This design comes from an exercise in tuning for small area, a short achievable clock period and few clock cycles per item on the open sky130 flow, not from production work. Function was checked by simulation only, so behaviour that the tests miss may differ from the original.

==> flow/design.v (excerpt) <==
module idct_top #(
	parameter int ROW_PITCH = 320
) (
	input logic Clock,
	input logic Resetn,
	input logic start,
	input logic [17:0] in_base,
	input logic [17:0] out_base,
	input logic [15:0] sram_read_data,
	output logic [17:0] sram_address,
	output logic [15:0] sram_write_data,
	output logic sram_we_n,
	output logic busy,
	output logic finish
);
localparam logic [17:0] PIX_PITCH = 18'(ROW_PITCH / 2);
localparam logic [6:0] LAST = 7'd110;
logic start_d;
logic [6:0] cnt;           
logic [17:0] out_base_r;
logic go;
assign go = !busy && start && !start_d;
always_ff @(posedge Clock or negedge Resetn) begin
	if (!Resetn) begin
		start_d <= 1'b0;
		busy <= 1'b0;
		finish <= 1'b0;
		cnt <= '0;
	end else begin
		start_d <= start;
		finish <= 1'b0;
		if (go) begin
			busy <= 1'b1;
			cnt <= 7'd1;
		end else if (busy) begin
			cnt <= cnt + 7'd1;
			if (cnt == LAST) begin
				busy <= 1'b0;
				finish <= 1'b1;
			end
		end
	end
end
logic [2:0] n_mcm1, n_cnt, dr_n, k_ring, k_mcm2;
logic [4:0] m_tap;
  ...
==> flow/config.mk <==
export PLATFORM = sky130hd
export DESIGN_NAME = idct_top
export DESIGN_NICKNAME = idct_top
export VERILOG_FILES = /design/flow/design.v
export SDC_FILE = /design/flow/constraint.sdc
export NUM_CORES = 4
export LEC_CHECK = 0
export CAP_MARGIN = 20
export CORE_MARGIN = 2
export CORE_UTILIZATION = 40
export PLACE_DENSITY = 0.6
export SETUP_SLACK_MARGIN = 5
export SLEW_MARGIN = 20
export SYNTH_MEMORY_MAX_BITS = 8192
==> flow/constraint.sdc <==
create_clock -name core_clock -period 10.0 [get_ports {Clock}]
set_input_delay 2.0000 -clock core_clock [delete_from_list [all_inputs] [get_ports {Clock}]]
set_output_delay 2.0000 -clock core_clock [all_outputs]
set_load 0.01 [all_outputs]
standard.sh (not shown) runs the stock make flow with config.mk's settings and CLKGATE_MAP_FILE= SYNTH_SCRIPT=/design/flow/synth_recipe.tcl, a recipe that flattens the netlist after the stock synthesis.
==> flow/flow/run.sh <==
#!/bin/bash
# Standard layout, with timing repair aimed at a tighter period than the
# clock's (the constraints are unchanged), and a clock tree of larger sink
# clusters driven by smaller buffers, without dummy loads.
set -euo pipefail
bash standard.sh SETUP_SLACK_MARGIN=6.0 \
  "CTS_ARGS=-sink_clustering_enable -repair_clock_nets -dont_use_dummy_load -sink_clustering_size 30 -sink_clustering_max_diameter 100 -buf_list sky130_fd_sc_hd__clkbuf_16" \
  finish > orfs_flow.log 2>&1
The starting point completed with no timing, DRC or antenna violations.
Testbench counts at the start, summed over its fixed seeds: cycles 7,112, blocks 64.
Change:
==> flow/flow/run.sh (replaced) <==
#!/bin/bash
# Standard layout, with timing repair aimed at a tighter period than the
# clock's (the constraints are unchanged), and a clock tree of larger sink
# clusters driven by smaller buffers, without dummy loads.
set -euo pipefail
bash standard.sh SETUP_SLACK_MARGIN=6.0 \
  "CTS_ARGS=-sink_clustering_enable -repair_clock_nets -dont_use_dummy_load -sink_clustering_size 16 -sink_clustering_max_diameter 60 -buf_list sky130_fd_sc_hd__clkbuf_8" \
  finish > orfs_flow.log 2>&1
- worst setup slack is about the same
- via count rises by 0.95%
- design area hardly moves

---

idct_top again, from the RTL that the note above started with.
Design idct_top, start of the top module:
module idct_top #(
	parameter int ROW_PITCH = 320
) (
	input logic Clock,
	input logic Resetn,
	input logic start,
	input logic [17:0] in_base,
	input logic [17:0] out_base,
	input logic [15:0] sram_read_data,
	output logic [17:0] sram_address,
	output logic [15:0] sram_write_data,
	output logic sram_we_n,
	output logic busy,
	output logic finish
);
localparam logic [17:0] PIX_PITCH = 18'(ROW_PITCH / 2);
localparam logic [6:0] LAST = 7'd110;
logic start_d;
logic [6:0] cnt;           
logic [17:0] out_base_r;
logic go;
assign go = !busy && start && !start_d;
always_ff @(posedge Clock or negedge Resetn) begin
	if (!Resetn) begin
		start_d <= 1'b0;
		busy <= 1'b0;
		finish <= 1'b0;
		cnt <= '0;
	end else begin
		start_d <= start;
		finish <= 1'b0;
		if (go) begin
			busy <= 1'b1;
			cnt <= 7'd1;
		end else if (busy) begin
			cnt <= cnt + 7'd1;
			if (cnt == LAST) begin
				busy <= 1'b0;
				finish <= 1'b1;
			end
		end
	end
end
logic [2:0] n_mcm1, n_cnt, dr_n, k_ring, k_mcm2;
logic [4:0] m_tap;
assign n_mcm1 = 3'(cnt - 7'd3);          
assign n_cnt = 3'(cnt - 7'd5);           
assign dr_n = 3'(cnt - 7'd14);           
assign k_mcm2 = 3'((cnt - 7'd15) >> 3);  
assign k_ring = 3'((cnt - 7'd17) >> 3);  
assign m_tap = 5'(cnt - 7'd75);          
logic ra_odd, ra_zero4;       
logic ca_odd, ca_zero4;       
logic [3:0][1:0] r_sel;       
logic [3:0] r_neg;
logic r_first;
logic [3:0][1:0] r_sel_d;
logic [3:0] r_neg_d;
logic r_first_d;
logic hold_ld;                
logic [1:0] dr_i;             
logic dr_sub;
  ...
export LEC_CHECK = 0
export CAP_MARGIN = 20
export CORE_MARGIN = 2
export CORE_UTILIZATION = 55
export PLACE_DENSITY = 0.7
export SETUP_SLACK_MARGIN = 5
export SLEW_MARGIN = 20
export SYNTH_MEMORY_MAX_BITS = 8192
create_clock -name core_clock -period 10.0 [get_ports {Clock}]
==> flow/flow/run.sh <==
#!/bin/bash
# Standard layout, with timing repair aimed at a tighter period than the
# clock's (the constraints are unchanged), and a clock tree of larger sink
# clusters driven by smaller buffers, without dummy loads.
set -euo pipefail
bash standard.sh SETUP_SLACK_MARGIN=6.0 \
  "CTS_ARGS=-sink_clustering_enable -repair_clock_nets -dont_use_dummy_load -sink_clustering_size 16 -sink_clustering_max_diameter 60 -buf_list sky130_fd_sc_hd__clkbuf_8" \
  finish > orfs_flow.log 2>&1
The starting point passed the timing, design-rule and antenna checks.
Testbench counts at the start, summed over its fixed seeds: cycles 7,112, blocks 64.
Next try:
==> flow/flow/run.sh (replaced) <==
#!/bin/bash
# Standard layout, with timing repair aimed at a tighter period than the
# clock's (the constraints are unchanged), and a clock tree of larger sink
# clusters driven by smaller buffers, without dummy loads.
set -euo pipefail
bash standard.sh SETUP_SLACK_MARGIN=6.0 \
  "CTS_ARGS=-sink_clustering_enable -repair_clock_nets -dont_use_dummy_load -sink_clustering_size 40 -buf_list {sky130_fd_sc_hd__clkbuf_4 sky130_fd_sc_hd__clkbuf_8}" \
  finish > orfs_flow.log 2>&1
Settings changed: CORE_UTILIZATION 55 to 40, PLACE_DENSITY 0.7 to 0.6.
The changed run passed the timing, design-rule and antenna checks. Register-to-register slack gets worse by 0.02 ns. Maximum frequency barely changes. Routed wire length came out higher by about 6.6%.

[what the ideal ports hide]
Ports are ideal in the flow. The routed layouts listed here were re-timed in OpenROAD.
Step 1: set_driving_cell puts a clkbuf_16 on Clock and a buf_2 on each other input, an assumption about the parent block.
Step 2 also shifts input and output timing later by t, the mid clock arrival at the registers, as if the neighbouring blocks saw the same clock.
a / b / c = ideal ports / drivers / drivers and shift; a / b = the first two.
run | t, ns | setup WS [ns] | clock arrival spread, ns
the first run of note 1 | 0.919 | 6.107 / 6.011 / 5.940 | 0.105 / 0.105
the second run of note 1 | 1.047 | 6.104 / 6.052 / 5.917 | 0.143 / 0.143
the first run of note 2 | 1.103 | 6.106 / 6.020 / 6.029 | 0.130 / 0.129
the second run of note 2 | 1.181 | 6.096 / 6.046 / 5.927 | 0.157 / 0.156
After both steps every run listed still meets setup and hold. For the second run of note 1, which loses most, drivers alone change the setup slack by -0.052 ns; drivers and shift together by -0.187 ns.
